Source: an optimization exercise on an open RTL-to-GDS flow (aim: small area, a short achievable clock period and few clock cycles per item). Production flows keep margins and buffers that such runs may drop.
The RTL was checked by simulation tests, not by an equivalence proof against the original design.
No activity file was given, so power comes from the tool's default toggle rates.

## design/flow/config.mk

```make
export PLATFORM = sky130hd
export DESIGN_NAME = html_markup_tokenizer_unit
export DESIGN_NICKNAME = html_markup_tokenizer_unit
export VERILOG_FILES = /design/flow/design.v
export SDC_FILE = /design/flow/constraint.sdc
export NUM_CORES = 4
export LEC_CHECK = 0
export CAP_MARGIN = 20
export CORE_MARGIN = 2
export CORE_UTILIZATION = 40
export SLEW_MARGIN = 20
```

## design/flow/constraint.sdc

```tcl
create_clock -name core_clock -period 11.5 [get_ports {clk}]
set_input_delay 2.3000 -clock core_clock [delete_from_list [all_inputs] [get_ports {clk}]]
set_output_delay 2.3000 -clock core_clock [all_outputs]
set_load 0.01 [all_outputs]
```

## design/flow/design.v

```verilog
package htok_pkg;
  localparam int HOLD_DEPTH_DEF = 8;
  localparam int HOLD_LIMIT     = 10;
  localparam int MATCH_DEPTH    = 6;
  localparam int PRE_MAX        = 10;
  localparam int TAIL_MAX       = 4;
  localparam int QUEUE_DEPTH    = 4;
  localparam int EV_W           = 13;                     
  localparam int DESC_W         = 4 + 4 + PRE_MAX*8 + 3 + TAIL_MAX*EV_W;
  localparam logic [7:0] CH_NUL   = 8'h00;
  localparam logic [7:0] CH_TAB   = 8'h09;
  localparam logic [7:0] CH_LF    = 8'h0A;
  localparam logic [7:0] CH_FF    = 8'h0C;
  localparam logic [7:0] CH_CR    = 8'h0D;
  localparam logic [7:0] CH_SP    = 8'h20;
  localparam logic [7:0] CH_BANG  = 8'h21;
  localparam logic [7:0] CH_DQ    = 8'h22;
  localparam logic [7:0] CH_SQ    = 8'h27;
  localparam logic [7:0] CH_DASH  = 8'h2D;
  localparam logic [7:0] CH_SLASH = 8'h2F;
  localparam logic [7:0] CH_LT    = 8'h3C;
  localparam logic [7:0] CH_EQ    = 8'h3D;
  localparam logic [7:0] CH_GT    = 8'h3E;
  localparam logic [7:0] CH_UC_A  = 8'h41;
  localparam logic [7:0] CH_UC_Z  = 8'h5A;
  localparam logic [7:0] CH_LC_A  = 8'h61;
  localparam logic [7:0] CH_LC_Z  = 8'h7A;
  localparam logic [7:0] CASE_BIT = 8'h20;
  typedef enum logic [3:0] {
    EV_TEXT          = 4'd0,
    EV_TEXT_END      = 4'd1,
    EV_START_BEGIN   = 4'd2,
    EV_END_BEGIN     = 4'd3,
    EV_NAME          = 4'd4,
    EV_ANAME         = 4'd5,
    EV_AVALUE        = 4'd6,
    EV_ATTR_KEEP     = 4'd7,
    EV_ATTR_DROP     = 4'd8,
    EV_TAG_END       = 4'd9,
    EV_TAG_ABORT     = 4'd10,
    EV_COMMENT       = 4'd11,
    EV_COMMENT_END   = 4'd12,
    EV_DOCTYPE       = 4'd13,
    EV_DOCTYPE_END   = 4'd14
  } ev_kind_t;
  typedef enum logic [4:0] {
    PS_DATA            = 5'd0,
    PS_TAG_OPEN        = 5'd1,
    PS_TAG_NAME        = 5'd2,
    PS_END_TAG_OPEN    = 5'd3,
    PS_SELF_CLOSING    = 5'd4,
    PS_BEFORE_ANAME    = 5'd5,
    PS_ANAME           = 5'd6,
    PS_AFTER_ANAME     = 5'd7,
    PS_BEFORE_AVALUE   = 5'd8,
    PS_VALUE_DQ        = 5'd9,
    PS_VALUE_SQ        = 5'd10,
    PS_VALUE_UNQ       = 5'd11,
    PS_AFTER_VALUE_Q   = 5'd12,
    PS_AFTER_VALUE_UNQ = 5'd13,
    PS_MARKUP          = 5'd14,
    PS_COMMENT         = 5'd15,
    PS_DOCTYPE         = 5'd16
  } ps_t;
  typedef enum logic [1:0] {
    PRE_NONE   = 2'd0,
    PRE_MARKUP = 2'd1,
    PRE_HELD   = 2'd2,
    PRE_DASH   = 2'd3
  } pre_src_t;
  typedef struct packed {
    logic [7:0] in_byte;
    logic       in_last;
  } in_item_t;
  typedef struct packed {
    logic [3:0] event_kind;
    logic [7:0] event_byte;
    logic       self_closing;
    logic       out_last;
  } out_item_t;
  typedef struct packed {
    ev_kind_t   kind;
    logic [7:0] ebyte;
    logic       sc;
  } ev_t;
  typedef struct packed {
    logic [3:0]                    pre_n;
    ev_kind_t                      pre_kind;
    logic [PRE_MAX-1:0][7:0]       pre_bytes;
    logic [2:0]                    tl_n;
    logic [TAIL_MAX-1:0][12:0]     tl;      
  } desc_t;
  function automatic int hold_cap(int depth);
    if (depth < 1) hold_cap = 1;
    else if (depth > HOLD_LIMIT) hold_cap = HOLD_LIMIT;
    else hold_cap = depth;
  endfunction
  function automatic logic [12:0] mk_ev(logic [3:0] kind, logic [7:0] b, logic sc);
    mk_ev = {kind, b, sc};
  endfunction
endpackage
module htok_front #(
  parameter int HOLD_DEPTH = htok_pkg::HOLD_DEPTH_DEF
) (
  input  logic     clk,
  input  logic     rst,
  input  logic     byte_valid,
  output logic     byte_stall,
  input  logic [8:0] byte_item,                   
  output logic     push,
  output logic [htok_pkg::DESC_W-1:0] push_desc,   
  input  logic     q_full
);
  localparam int HOLD_CAP = htok_pkg::hold_cap(HOLD_DEPTH);
  localparam int HCW      = $clog2(HOLD_CAP + 1);
  localparam int HIW      = (HOLD_CAP > 1) ? $clog2(HOLD_CAP) : 1;
  localparam int MAX_PASS = 4;
  htok_pkg::ps_t            parse_state, parse_state_next;
  logic [2:0]     match_count, match_count_next;
  logic [1:0]     dash_run, dash_run_next;
  logic           text_pending, text_pending_next;
  logic           attr_name_pending, attr_name_pending_next;
  logic           attr_value_pending, attr_value_pending_next;
  logic           doctype_started, doctype_started_next;
  logic [HCW-1:0] held_count, held_count_next;
  logic [htok_pkg::MATCH_DEPTH-1:0][7:0] match_bytes, match_bytes_next;
  logic [HOLD_CAP-1:0][7:0]             held_space, held_space_next;
  logic [7:0] c;
  logic       accept;
  logic       again, do_store, do_drop, fin, fin_sc, do_flush;
  logic [2:0] tn;
  htok_pkg::pre_src_t   pre_src;
  logic [3:0]                           d_pre_n;
  logic [3:0]                           d_pre_kind;
  logic [htok_pkg::PRE_MAX-1:0][7:0]    d_pre_bytes;
  logic [htok_pkg::TAIL_MAX-1:0][12:0]  d_tl;
  function automatic logic is_ws(logic [7:0] b);
    is_ws = (b == htok_pkg::CH_SP) || (b == htok_pkg::CH_TAB) || (b == htok_pkg::CH_LF) || (b == htok_pkg::CH_CR) || (b == htok_pkg::CH_FF);
  endfunction
  function automatic logic is_alpha(logic [7:0] b);
    is_alpha = ((b >= htok_pkg::CH_UC_A) && (b <= htok_pkg::CH_UC_Z)) || ((b >= htok_pkg::CH_LC_A) && (b <= htok_pkg::CH_LC_Z));
  endfunction
  function automatic logic [7:0] dt_char(logic [2:0] i);
    logic [7:0] r;
    case (i)
      3'd0:    r = 8'h64;
      3'd1:    r = 8'h6F;
      3'd2:    r = 8'h63;
      3'd3:    r = 8'h74;
      3'd4:    r = 8'h79;
      3'd5:    r = 8'h70;
      3'd6:    r = 8'h65;
      default: r = htok_pkg::CH_NUL;
    endcase
    dt_char = r;
  endfunction
  assign c          = byte_item[8:1];
  assign byte_stall = q_full;
  assign accept     = byte_valid && !q_full;
  always_comb begin
    parse_state_next        = parse_state;
    match_count_next        = match_count;
    dash_run_next           = dash_run;
    text_pending_next       = text_pending;
    attr_name_pending_next  = attr_name_pending;
    attr_value_pending_next = attr_value_pending;
    doctype_started_next    = doctype_started;
    held_count_next         = held_count;
    match_bytes_next        = match_bytes;
    held_space_next         = held_space;
    d_pre_n     = '0;
    d_pre_kind  = '0;
    d_pre_bytes = '0;
    d_tl        = '0;
    tn       = '0;
    pre_src  = htok_pkg::PRE_NONE;
    again    = 1'b1;
    do_store = 1'b0;
    do_drop  = 1'b0;
    fin      = 1'b0;
    fin_sc   = 1'b0;
    do_flush = 1'b0;
    for (int pass = 0; pass < MAX_PASS; pass++) begin
      if (again) begin
        again    = 1'b0;
        do_store = 1'b0;
        do_drop  = 1'b0;
        fin      = 1'b0;
        fin_sc   = 1'b0;
        do_flush = 1'b0;
        case (parse_state_next)
          htok_pkg::PS_DATA: begin
            if (c == htok_pkg::CH_LT) begin
              if (text_pending_next) begin
                d_tl[tn[1:0]] = htok_pkg::mk_ev(htok_pkg::EV_TEXT_END, htok_pkg::CH_NUL, 1'b0);
                tn = tn + 3'd1;
              end
              text_pending_next = 1'b0;
              parse_state_next  = htok_pkg::PS_TAG_OPEN;
            end else begin
              d_tl[tn[1:0]] = htok_pkg::mk_ev(htok_pkg::EV_TEXT, c, 1'b0);
              tn = tn + 3'd1;
              text_pending_next = 1'b1;
            end
          end
          htok_pkg::PS_TAG_OPEN: begin
            if (pass == 0) begin
              if (c == htok_pkg::CH_SLASH) begin
                parse_state_next = htok_pkg::PS_END_TAG_OPEN;
              end else if (is_alpha(c)) begin
                attr_name_pending_next  = 1'b0;
                attr_value_pending_next = 1'b0;
                d_tl[tn[1:0]] = htok_pkg::mk_ev(htok_pkg::EV_START_BEGIN, c, 1'b0);
                tn = tn + 3'd1;
                parse_state_next = htok_pkg::PS_TAG_NAME;
              end else if (c == htok_pkg::CH_BANG) begin
                match_count_next = '0;
                parse_state_next = htok_pkg::PS_MARKUP;
              end else begin
                d_tl[tn[1:0]] = htok_pkg::mk_ev(htok_pkg::EV_TEXT, htok_pkg::CH_LT, 1'b0);
                tn = tn + 3'd1;
                text_pending_next = 1'b1;
                parse_state_next  = htok_pkg::PS_DATA;
                again = 1'b1;
              end
            end
          end
          htok_pkg::PS_TAG_NAME: begin
            if (pass == 0) begin
              if (is_ws(c)) begin
                parse_state_next = htok_pkg::PS_BEFORE_ANAME;
              end else if (c == htok_pkg::CH_SLASH) begin
                parse_state_next = htok_pkg::PS_SELF_CLOSING;
              end else if (c == htok_pkg::CH_GT) begin
                fin = 1'b1;
              end else begin
                d_tl[tn[1:0]] = htok_pkg::mk_ev(htok_pkg::EV_NAME, c, 1'b0);
                tn = tn + 3'd1;
              end
            end
          end
          htok_pkg::PS_END_TAG_OPEN: begin
            if (pass == 0) begin
              if (is_alpha(c)) begin
                attr_name_pending_next  = 1'b0;
                attr_value_pending_next = 1'b0;
                d_tl[tn[1:0]] = htok_pkg::mk_ev(htok_pkg::EV_END_BEGIN, c, 1'b0);
                tn = tn + 3'd1;
                parse_state_next = htok_pkg::PS_TAG_NAME;
              end else begin
                parse_state_next = htok_pkg::PS_DATA;
              end
            end
          end
          htok_pkg::PS_SELF_CLOSING: begin
            if (pass == 0) begin
              if (c == htok_pkg::CH_GT) begin
                fin    = 1'b1;
                fin_sc = 1'b1;
              end else begin
                parse_state_next = htok_pkg::PS_BEFORE_ANAME;
                again = 1'b1;
              end
            end
          end
          htok_pkg::PS_BEFORE_ANAME: begin
            if (!is_ws(c)) begin
              if (c == htok_pkg::CH_SLASH || c == htok_pkg::CH_GT) begin
                parse_state_next = htok_pkg::PS_AFTER_ANAME;
              end else begin
                do_drop = 1'b1;
                parse_state_next = htok_pkg::PS_ANAME;
              end
              again = 1'b1;
            end
          end
          htok_pkg::PS_ANAME: begin
            if (is_ws(c) || c == htok_pkg::CH_SLASH || c == htok_pkg::CH_GT) begin
              parse_state_next = htok_pkg::PS_AFTER_ANAME;
              again = 1'b1;
            end else if (c == htok_pkg::CH_EQ) begin
              parse_state_next = htok_pkg::PS_BEFORE_AVALUE;
            end else begin
              d_tl[tn[1:0]] = htok_pkg::mk_ev(htok_pkg::EV_ANAME, c, 1'b0);
              tn = tn + 3'd1;
              attr_name_pending_next = 1'b1;
            end
          end
          htok_pkg::PS_AFTER_ANAME: begin
            if (!is_ws(c)) begin
              if (c == htok_pkg::CH_SLASH) begin
                parse_state_next = htok_pkg::PS_SELF_CLOSING;
              end else if (c == htok_pkg::CH_EQ) begin
                parse_state_next = htok_pkg::PS_BEFORE_AVALUE;
              end else if (c == htok_pkg::CH_GT) begin
                do_store = 1'b1;
                fin      = 1'b1;
              end else begin
                do_store = 1'b1;
                parse_state_next = htok_pkg::PS_ANAME;
                again = 1'b1;
              end
            end
          end
          htok_pkg::PS_BEFORE_AVALUE: begin
            if (pass == 0) begin
              if (!is_ws(c)) begin
                if (c == htok_pkg::CH_DQ) begin
                  parse_state_next = htok_pkg::PS_VALUE_DQ;
                end else if (c == htok_pkg::CH_SQ) begin
                  parse_state_next = htok_pkg::PS_VALUE_SQ;
                end else if (c == htok_pkg::CH_GT) begin
                  do_store = 1'b1;
                  fin      = 1'b1;
                end else begin
                  parse_state_next = htok_pkg::PS_VALUE_UNQ;
                  again = 1'b1;
                end
              end
            end
          end
          htok_pkg::PS_VALUE_DQ, htok_pkg::PS_VALUE_SQ: begin
            if (pass == 0) begin
              if (c == ((parse_state_next == htok_pkg::PS_VALUE_DQ) ? htok_pkg::CH_DQ : htok_pkg::CH_SQ)) begin
                do_store = 1'b1;
                parse_state_next = htok_pkg::PS_AFTER_VALUE_Q;
              end else begin
                d_tl[tn[1:0]] = htok_pkg::mk_ev(htok_pkg::EV_AVALUE, c, 1'b0);
                tn = tn + 3'd1;
                attr_value_pending_next = 1'b1;
              end
            end
          end
          htok_pkg::PS_VALUE_UNQ: begin
            if (is_ws(c)) begin
              do_store = 1'b1;
              parse_state_next = htok_pkg::PS_AFTER_VALUE_UNQ;
            end else if (c == htok_pkg::CH_GT) begin
              do_store = 1'b1;
              fin      = 1'b1;
            end else if (c != htok_pkg::CH_NUL) begin
              d_tl[tn[1:0]] = htok_pkg::mk_ev(htok_pkg::EV_AVALUE, c, 1'b0);
              tn = tn + 3'd1;
              attr_value_pending_next = 1'b1;
            end
          end
          htok_pkg::PS_AFTER_VALUE_Q, htok_pkg::PS_AFTER_VALUE_UNQ: begin
            if (pass == 0) begin
              if (is_ws(c)) begin
                parse_state_next = htok_pkg::PS_BEFORE_ANAME;
              end else if (c == htok_pkg::CH_SLASH) begin
                parse_state_next = htok_pkg::PS_SELF_CLOSING;
              end else if (c == htok_pkg::CH_GT) begin
                fin = 1'b1;
              end else begin
                parse_state_next = htok_pkg::PS_BEFORE_ANAME;
                again = 1'b1;
              end
            end
          end
          htok_pkg::PS_MARKUP: begin
            if (pass == 0) begin
              if (match_count_next == 3'd0) begin
                if (c == htok_pkg::CH_DASH || (c | htok_pkg::CASE_BIT) == dt_char(3'd0)) begin
                  match_bytes_next[0] = c;
                  match_count_next    = 3'd1;
                end else begin
                  do_flush = 1'b1;
                end
              end else if (match_bytes_next[0] == htok_pkg::CH_DASH) begin
                if (c == htok_pkg::CH_DASH) begin
                  match_count_next = '0;
                  dash_run_next    = '0;
                  parse_state_next = htok_pkg::PS_COMMENT;
                end else begin
                  do_flush = 1'b1;
                end
              end else if ((c | htok_pkg::CASE_BIT) == dt_char(match_count_next)) begin
                if (match_count_next == 3'(htok_pkg::MATCH_DEPTH)) begin
                  match_count_next     = '0;
                  held_count_next      = '0;
                  doctype_started_next = 1'b0;
                  parse_state_next     = htok_pkg::PS_DOCTYPE;
                end else begin
                  match_bytes_next[match_count_next] = c;
                  match_count_next = match_count_next + 3'd1;
                end
              end else begin
                do_flush = 1'b1;
              end
            end
          end
          htok_pkg::PS_COMMENT: begin
            if (pass == 0) begin
              if (c == htok_pkg::CH_DASH) begin
                if (dash_run_next != 2'd2) begin
                  dash_run_next = dash_run_next + 2'd1;
                end else begin
                  d_tl[tn[1:0]] = htok_pkg::mk_ev(htok_pkg::EV_COMMENT, htok_pkg::CH_DASH, 1'b0);
                  tn = tn + 3'd1;
                end
              end else if (c == htok_pkg::CH_GT && dash_run_next == 2'd2) begin
                d_tl[tn[1:0]] = htok_pkg::mk_ev(htok_pkg::EV_COMMENT_END, htok_pkg::CH_NUL, 1'b0);
                tn = tn + 3'd1;
                dash_run_next    = '0;
                parse_state_next = htok_pkg::PS_DATA;
              end else begin
                pre_src       = htok_pkg::PRE_DASH;
                d_pre_n       = 4'(dash_run_next);
                dash_run_next = '0;
                d_tl[tn[1:0]] = htok_pkg::mk_ev(htok_pkg::EV_COMMENT, c, 1'b0);
                tn = tn + 3'd1;
              end
            end
          end
          htok_pkg::PS_DOCTYPE: begin
            if (pass == 0) begin
              if (c == htok_pkg::CH_GT) begin
                d_tl[tn[1:0]] = htok_pkg::mk_ev(htok_pkg::EV_DOCTYPE_END, htok_pkg::CH_NUL, 1'b0);
                tn = tn + 3'd1;
                held_count_next      = '0;
                doctype_started_next = 1'b0;
                parse_state_next     = htok_pkg::PS_DATA;
              end else if (is_ws(c)) begin
                if (doctype_started_next) begin
                  if (held_count_next == HCW'(HOLD_CAP)) begin
                    d_tl[tn[1:0]] = htok_pkg::mk_ev(htok_pkg::EV_DOCTYPE, held_space[0], 1'b0);
                    tn = tn + 3'd1;
                    for (int i = 0; i < HOLD_CAP - 1; i++) begin
                      held_space_next[i] = held_space[i+1];
                    end
                    held_space_next[HOLD_CAP-1] = c;
                  end else begin
                    held_space_next[held_count_next[HIW-1:0]] = c;
                    held_count_next = held_count_next + 1'b1;
                  end
                end
              end else begin
                pre_src         = htok_pkg::PRE_HELD;
                d_pre_n         = 4'(held_count_next);
                held_count_next = '0;
                d_tl[tn[1:0]] = htok_pkg::mk_ev(htok_pkg::EV_DOCTYPE, c, 1'b0);
                tn = tn + 3'd1;
                doctype_started_next = 1'b1;
              end
            end
          end
          default: begin
            parse_state_next = htok_pkg::PS_DATA;
            again = 1'b1;
          end
        endcase
        if (do_store) begin
          if (attr_name_pending_next) begin
            d_tl[tn[1:0]] = htok_pkg::mk_ev(htok_pkg::EV_ATTR_KEEP, htok_pkg::CH_NUL, 1'b0);
            tn = tn + 3'd1;
          end else if (attr_value_pending_next) begin
            d_tl[tn[1:0]] = htok_pkg::mk_ev(htok_pkg::EV_ATTR_DROP, htok_pkg::CH_NUL, 1'b0);
            tn = tn + 3'd1;
          end
          attr_name_pending_next  = 1'b0;
          attr_value_pending_next = 1'b0;
        end
        if (do_drop || fin) begin
          if (attr_name_pending_next || attr_value_pending_next) begin
            d_tl[tn[1:0]] = htok_pkg::mk_ev(htok_pkg::EV_ATTR_DROP, htok_pkg::CH_NUL, 1'b0);
            tn = tn + 3'd1;
          end
          attr_name_pending_next  = 1'b0;
          attr_value_pending_next = 1'b0;
        end
        if (fin) begin
          d_tl[tn[1:0]] = htok_pkg::mk_ev(htok_pkg::EV_TAG_END, htok_pkg::CH_NUL, fin_sc);
          tn = tn + 3'd1;
          parse_state_next = htok_pkg::PS_DATA;
        end
        if (do_flush) begin
          pre_src           = htok_pkg::PRE_MARKUP;
          d_pre_n           = 4'(match_count_next) + 4'd2;
          text_pending_next = 1'b1;
          match_count_next  = '0;
          parse_state_next  = htok_pkg::PS_DATA;
          again = 1'b1;
        end
      end
    end
    if (byte_item[0]) begin
      if (((parse_state_next == htok_pkg::PS_TAG_NAME) ||
          (parse_state_next == htok_pkg::PS_SELF_CLOSING) ||
          (parse_state_next == htok_pkg::PS_BEFORE_ANAME) ||
          (parse_state_next == htok_pkg::PS_ANAME) ||
          (parse_state_next == htok_pkg::PS_AFTER_ANAME) ||
          (parse_state_next == htok_pkg::PS_BEFORE_AVALUE) ||
          (parse_state_next == htok_pkg::PS_VALUE_DQ) ||
          (parse_state_next == htok_pkg::PS_VALUE_SQ) ||
          (parse_state_next == htok_pkg::PS_VALUE_UNQ) ||
          (parse_state_next == htok_pkg::PS_AFTER_VALUE_Q) ||
          (parse_state_next == htok_pkg::PS_AFTER_VALUE_UNQ))) begin
        if (attr_name_pending_next || attr_value_pending_next) begin
          d_tl[tn[1:0]] = htok_pkg::mk_ev(htok_pkg::EV_ATTR_DROP, htok_pkg::CH_NUL, 1'b0);
          tn = tn + 3'd1;
        end
        d_tl[tn[1:0]] = htok_pkg::mk_ev(htok_pkg::EV_TAG_ABORT, htok_pkg::CH_NUL, 1'b0);
        tn = tn + 3'd1;
      end else if (parse_state_next == htok_pkg::PS_MARKUP) begin
        pre_src           = htok_pkg::PRE_MARKUP;
        d_pre_n           = 4'(match_count_next) + 4'd2;
        text_pending_next = 1'b1;
      end else if (parse_state_next == htok_pkg::PS_COMMENT) begin
        if (dash_run_next != 2'd0) begin
          pre_src = htok_pkg::PRE_DASH;
          d_pre_n = 4'(dash_run_next);
        end
        d_tl[tn[1:0]] = htok_pkg::mk_ev(htok_pkg::EV_COMMENT_END, htok_pkg::CH_NUL, 1'b0);
        tn = tn + 3'd1;
      end else if (parse_state_next == htok_pkg::PS_DOCTYPE) begin
        d_tl[tn[1:0]] = htok_pkg::mk_ev(htok_pkg::EV_DOCTYPE_END, htok_pkg::CH_NUL, 1'b0);
        tn = tn + 3'd1;
      end
      if (text_pending_next) begin
        d_tl[tn[1:0]] = htok_pkg::mk_ev(htok_pkg::EV_TEXT_END, htok_pkg::CH_NUL, 1'b0);
        tn = tn + 3'd1;
      end
      parse_state_next        = htok_pkg::PS_DATA;
      match_count_next        = '0;
      dash_run_next           = '0;
      text_pending_next       = 1'b0;
      attr_name_pending_next  = 1'b0;
      attr_value_pending_next = 1'b0;
      doctype_started_next    = 1'b0;
      held_count_next         = '0;
    end
    case (pre_src)
      htok_pkg::PRE_MARKUP: begin
        d_pre_kind     = htok_pkg::EV_TEXT;
        d_pre_bytes[0] = htok_pkg::CH_LT;
        d_pre_bytes[1] = htok_pkg::CH_BANG;
        for (int i = 0; i < htok_pkg::MATCH_DEPTH; i++) begin
          d_pre_bytes[i+2] = match_bytes_next[i];
        end
      end
      htok_pkg::PRE_HELD: begin
        d_pre_kind = htok_pkg::EV_DOCTYPE;
        for (int i = 0; i < HOLD_CAP; i++) begin
          d_pre_bytes[i] = held_space[i];
        end
      end
      htok_pkg::PRE_DASH: begin
        d_pre_kind = htok_pkg::EV_COMMENT;
        for (int i = 0; i < htok_pkg::PRE_MAX; i++) begin
          d_pre_bytes[i] = htok_pkg::CH_DASH;
        end
      end
      default: begin
        d_pre_kind = htok_pkg::EV_TEXT;
      end
    endcase
  end
  assign push      = accept && ((d_pre_n != 4'd0) || (tn != 3'd0));
  assign push_desc = {d_pre_n, d_pre_kind, d_pre_bytes, tn, d_tl};
  always_ff @(posedge clk) begin
    if (rst) begin
      parse_state        <= htok_pkg::PS_DATA;
      match_count        <= '0;
      dash_run           <= '0;
      text_pending       <= 1'b0;
      attr_name_pending  <= 1'b0;
      attr_value_pending <= 1'b0;
      doctype_started    <= 1'b0;
      held_count         <= '0;
    end else if (accept) begin
      parse_state        <= parse_state_next;
      match_count        <= match_count_next;
      dash_run           <= dash_run_next;
      text_pending       <= text_pending_next;
      attr_name_pending  <= attr_name_pending_next;
      attr_value_pending <= attr_value_pending_next;
      doctype_started    <= doctype_started_next;
      held_count         <= held_count_next;
    end
  end
  always_ff @(posedge clk) begin
    if (accept) begin
      match_bytes <= match_bytes_next;
      held_space  <= held_space_next;
    end
  end
endmodule
module htok_queue (
  input  logic  clk,
  input  logic  rst,
  input  logic  push,
  input  logic [htok_pkg::DESC_W-1:0] push_desc,
  output logic  full,
  input  logic  pop,
  output logic  head_valid,
  output logic [htok_pkg::DESC_W-1:0] head
);
  localparam int QAW = $clog2(htok_pkg::QUEUE_DEPTH);
  localparam int QCW = $clog2(htok_pkg::QUEUE_DEPTH + 1);
  logic [htok_pkg::DESC_W-1:0] entries [htok_pkg::QUEUE_DEPTH];
  logic [QAW-1:0] wr_ptr;
  logic [QAW-1:0] rd_ptr;
  logic [QCW-1:0] count;
  assign full       = (count == QCW'(htok_pkg::QUEUE_DEPTH));
  assign head_valid = (count != '0);
  assign head       = entries[rd_ptr];
  always_ff @(posedge clk) begin
    if (rst) begin
      wr_ptr <= '0;
      rd_ptr <= '0;
      count  <= '0;
    end else begin
      if (push) begin
        wr_ptr <= wr_ptr + 1'b1;
      end
      if (pop) begin
        rd_ptr <= rd_ptr + 1'b1;
      end
      if (push && !pop) begin
        count <= count + 1'b1;
      end else if (pop && !push) begin
        count <= count - 1'b1;
      end
    end
  end
  always_ff @(posedge clk) begin
    if (push) begin
      entries[wr_ptr] <= push_desc;
    end
  end
endmodule
module htok_back (
  input  logic      clk,
  input  logic      rst,
  input  logic      head_valid,
  input  logic [htok_pkg::DESC_W-1:0] head,    
  output logic      pop,
  output logic      event_valid,
  input  logic      event_stall,
  output logic [13:0] event_item              
);
  localparam int PB_LSB = 3 + htok_pkg::TAIL_MAX * htok_pkg::EV_W;
  localparam int TL_W   = htok_pkg::TAIL_MAX * htok_pkg::EV_W;
  logic [3:0]                            h_pre_n;
  logic [3:0]                            h_pre_kind;
  logic [htok_pkg::PRE_MAX*8-1:0]        h_pre_bytes;
  logic [2:0]                            h_tl_n;
  logic [TL_W-1:0]                       h_tl;
  assign h_pre_n     = head[htok_pkg::DESC_W-1 -: 4];
  assign h_pre_kind  = head[htok_pkg::DESC_W-5 -: 4];
  assign h_pre_bytes = head[PB_LSB +: htok_pkg::PRE_MAX*8];
  assign h_tl_n      = head[TL_W +: 3];
  assign h_tl        = head[TL_W-1:0];
  logic [3:0]  idx;
  logic [3:0]  total;
  logic [3:0]  tidx;
  logic        load;
  logic        is_end;
  logic [12:0] tail_ev;                       
  logic [13:0] next_item;
  assign load    = head_valid && (!event_valid || !event_stall);
  assign total   = h_pre_n + 4'(h_tl_n);
  assign is_end  = (idx == total - 4'd1);
  assign pop     = load && is_end;
  assign tidx    = idx - h_pre_n;
  assign tail_ev = h_tl[tidx[1:0]*htok_pkg::EV_W +: htok_pkg::EV_W];
  always_comb begin
    if (idx < h_pre_n) begin
      next_item[13:10] = h_pre_kind;
      next_item[9:2]   = h_pre_bytes[idx*8 +: 8];
      next_item[1]     = 1'b0;
    end else begin
      next_item[13:1]  = tail_ev;
    end
    next_item[0] = is_end;
  end
  always_ff @(posedge clk) begin
    if (rst) begin
      event_valid <= 1'b0;
      idx         <= '0;
    end else if (load) begin
      event_valid <= 1'b1;
      idx         <= is_end ? 4'd0 : idx + 4'd1;
    end else if (!event_stall) begin
      event_valid <= 1'b0;
    end
  end
  always_ff @(posedge clk) begin
    if (load) begin
      event_item <= next_item;
    end
  end
endmodule
module html_markup_tokenizer_unit #(
  parameter int HOLD_DEPTH = htok_pkg::HOLD_DEPTH_DEF
) (
  input  logic      clk,
  input  logic      rst,
  input  logic        byte_valid,
  output logic        byte_stall,
  input  logic [8:0]  byte_item,    
  output logic        event_valid,
  input  logic        event_stall,
  output logic [13:0] event_item    
);
  logic  push;
  logic [htok_pkg::DESC_W-1:0] push_desc;
  logic  q_full;
  logic  pop;
  logic  head_valid;
  logic [htok_pkg::DESC_W-1:0] head;
  htok_front #(
    .HOLD_DEPTH(HOLD_DEPTH)
  ) u_front (
    .clk        (clk),
    .rst        (rst),
    .byte_valid (byte_valid),
    .byte_stall (byte_stall),
    .byte_item  (byte_item),
    .push       (push),
    .push_desc  (push_desc),
    .q_full     (q_full)
  );
  htok_queue u_queue (
    .clk        (clk),
    .rst        (rst),
    .push       (push),
    .push_desc  (push_desc),
    .full       (q_full),
    .pop        (pop),
    .head_valid (head_valid),
    .head       (head)
  );
  htok_back u_back (
    .clk         (clk),
    .rst         (rst),
    .head_valid  (head_valid),
    .head        (head),
    .pop         (pop),
    .event_valid (event_valid),
    .event_stall (event_stall),
    .event_item  (event_item)
  );
endmodule
```

## design/flow/run.sh

```bash
#!/bin/bash
# synth_recipe.tcl (not shown) runs the flow's synth.tcl, then flattens the netlist and writes it again
# the make line also repeats each setting of config.mk as NAME=value (left out here)
make -C /OpenROAD-flow-scripts/flow DESIGN_CONFIG=/design/flow/config.mk WORK_HOME=/design/flow/orfs CLKGATE_MAP_FILE= SYNTH_SCRIPT=/design/flow/synth_recipe.tcl finish
```

==> run summary <==
worst paths after layout:
| check | start | slack [ns] | cells after the start | end |
|---|---|---|---|---|
| hold / removal | u_back.event_valid$_SDFFE_PP0P_ | 0.49 | 2 | u_back.event_valid$_SDFFE_PP0P_ |
| setup / recovery | byte_item[5] | 0.37 | 48 | u_queue.count[2]$_SDFFE_PP0P_ |
| setup reg to reg | u_front.held_count[1]$_SDFFE_PP0P_ | 1.36 | 48 | u_queue.count[2]$_SDFFE_PP0P_ |
| hold reg to reg | u_back.event_valid$_SDFFE_PP0P_ | 0.49 | 2 | u_back.event_valid$_SDFFE_PP0P_ |
worst min-delay path, cell delays in order (launching register included):
cell and delay [ns]:
dfxtp_1 0.33, nand2_1 0.06, a21oi_1 0.05
registers in the layout, summed over array words and instances (netlist names), named ones only:
name	cells
u_front.text_pending	1
u_front.held_space	64
u_queue.rd_ptr	2
u_front.attr_name_pending	1
u_queue.entries	504
u_front.dash_run	2
u_queue.wr_ptr	2
u_queue.count	3
u_front.attr_value_pending	1
u_front.match_bytes	48
u_front.doctype_started	1
u_back.event_valid	1
u_front.parse_state	5
u_back.event_item	14
u_back.idx	4
u_front.match_count	3
u_front.held_count	4
per-stage QoR:
step                      std cells  area, um^2  TNS (ns)  power, mW   util
after floorplan                2495       33000         0       3.81      -
after global placement         3666       35900    -27.75       4.25  0.439
after detailed placement       3666       35900    -97.56       4.28  0.439
after CTS                      3782       37900         0       6.36  0.464
after global routing           3794       38200   -0.0614       6.54  0.467
final                          3794       38200         0       6.30  0.467
routing by layer:
layer  up-vias  global-route usage  routed length, um
met5         -                   0                 13
met4         2              0.0706               2390
met3       141              0.0528               8310
met2       963               0.344              43500
met1     11546               0.315              41900
li1      10050                   -                  -
cells by family (layout without fill, tap and decap cells):
logic type      count (synthesis)  in the layout  synth area share
buf+inv                       210            439            0.0253
mux                           177            177             0.112
compound gates                567            567             0.114
xor+xnor                       29             29           0.00819
fa+ha+maj                      78             78            0.0304
simple gates                  772            772             0.115
flops                         662            662             0.596
power breakdown:
group | switching [mW] | total [mW] | internal, mW
logic | 0.670 | 1.25 | 0.581
clock network | 0.879 | 2.08 | 1.21
registers | 0.0735 | 2.97 | 2.89
total | 1.62 | 6.30 | 4.68
cells in the mapped netlist, types with 24 or more instances:
cell	count
a22o_1	37
nand2_1	318
edfxtp_1	630
and2_1	38
dfxtp_1	32
nand4_1	24
nor2_1	131
a21oi_1	84
mux4_2	152
nor3_1	43
ha_1	75
nand3_1	59
inv_1	69
and3_1	31
o21ai_0	188
a22oi_1	74
clkbuf_1	96
final cells by class:
cell class | count | area (um^2)
fill | 7226 | 43600
sequential | 662 | 19600
multi-input combinational | 1623 | 12700
timing repair buffer | 252 | 2210
clock buffer | 83 | 1810
tap | 1070 | 1340
clock inverter | 33 | 268
inverter | 71 | 267
repair_timing:
item | in CTS | in global routing
setup buffers | 0 | 11
endpoints found under the setup margin | 0 | 511
gates resized for setup | 0 | 27
hold buffers | 0 | 0
==> out/summary.txt <==
status: complete, no violations
Rows: 105
sequential area share after synthesis: 0.596
Final Hold Fails: 0
Die ar.: 84,400 um^2
clock tree buffer depth: 3
post-placement worst setup slack: -0.514 ns
WP data required: 12.03 ns
Tmin final: 11.13 ns
port bufs: 28
Synth Cell Area: 32,800 um^2
Mapped Nets: 2,586
Unique masters post-synth: 96
DRC viols: 0
most frequent cells in the layout: 630 x edfxtp_1, 316 x nand2_1, 202 x buf_4, 184 x o21ai_0, 152 x mux4_2
top cells by area, synth: edfxtp_1 58%, mux4_2 10%, nand2_1 3.6%
worst vdd ir: 103 uV
post-route setup slack: 0.371 ns
clk_skew: 0.0298 ns
Routed Antenna Nets: 0
CP max FO: 10
hpwl dp: 68.3 mm
Layout Nets: 2,768
MaxCap Viol Count: 0
Hold/Removal Path Class: flip-flop to flip-flop
clock sinks: 662
n_diodes: 0
num ports: 29
Avg Cell Area, Syn: 13.2 um^2
Via density: 5.98
total wire length: 96.1 mm
Buf/Inv on CP: 5
drt wl/cell: 25.3 um
Setup crit start kind: input pin
number of DRC markers in iteration 0: 2,747
Area Overhead vs Synth: 16.2%
most common cell after layout, fill and taps aside: edfxtp_1
vias post-DR: 22,702
share of cells above drive strength 1: 0.203
Yosys reg bits: 662
top_reg_cell synth: edfxtp_1
All-Layer GR Usage: 0.224
post-synthesis async set-or-reset flop share: 0
clk latency of the worst-skew pair: 0.61 ns
first-pass GRT wire length: 143 mm
Top Family by Delay on Critical Path: adder cells
grt ovf: 0
final setup fails: 0
WHS: 0.487 ns
largest stage delay on the critical path: 0.43 ns
vias in the first global route: 22,240
Root Driver: clkbuf_16
drt first pass iters: 6
core area: 81,700 um^2
largest net degree at the start of global routing: 120
relative slew slack: 0.250
cts bufs inserted: 67
initial antenna violation count: 1
pwr dens: 165 nW/um^2
Final period util: 0.968
Leakage Power: 13.5 nW
worst slew pin tran: 1.11 ns
DIE WIDTH: 291 um
top cell type's share of synthesized area: 0.576
Setup crit end kind: flip-flop
Placer Congestion: 0.982
Synth area leader: edfxtp_1
arrival time at the worst endpoint: 11.66 ns
H-Tree Depth: 3
Final Slew Violations: 0
clock-pin slew on the worst setup and hold paths: 0.06 ns
TritonCTS clock tree: built
WS Path Type: input pin to flip-flop
initial core utilization: 0.402
number of enable flip-flop cells after synthesis: 630
Mapped Cells: 2,495
slowest CP cell: clkdlybuf4s50_1
highest clock rate: 0.0899 GHz
Ys Warns: 3
die span in y: 291 um
Testbench counts, summed over its fixed seeds: cycles 35,315, events 31,895.

separate check: timing with driven ports:
The flow's constraints put no driver on any port. The routed layout listed below was extracted and timed again, unchanged, in two steps. Step 1, drivers: a clkbuf_16 drives clk and a buf_2 each remaining input, both assumed. Step 2 adds t to the input delays and takes it off the output delays; t is the mean of the earliest and latest rising clock arrival at the registers after step 1. Input paths then give back, and output paths get back, about the clock's delay inside the block. Slacks: ideal ports / drivers / drivers and shift; pairs: ideal ports / drivers.
t, ns: 0.649
slack for setup (ns): 0.371 / 0.404 / -0.245
cell pins on the clock port's net: 1
With both steps, setup timing fails in this run, where it was met with ideal ports. For this run, drivers alone change the setup slack by +0.033 ns; drivers and shift together by -0.616 ns.
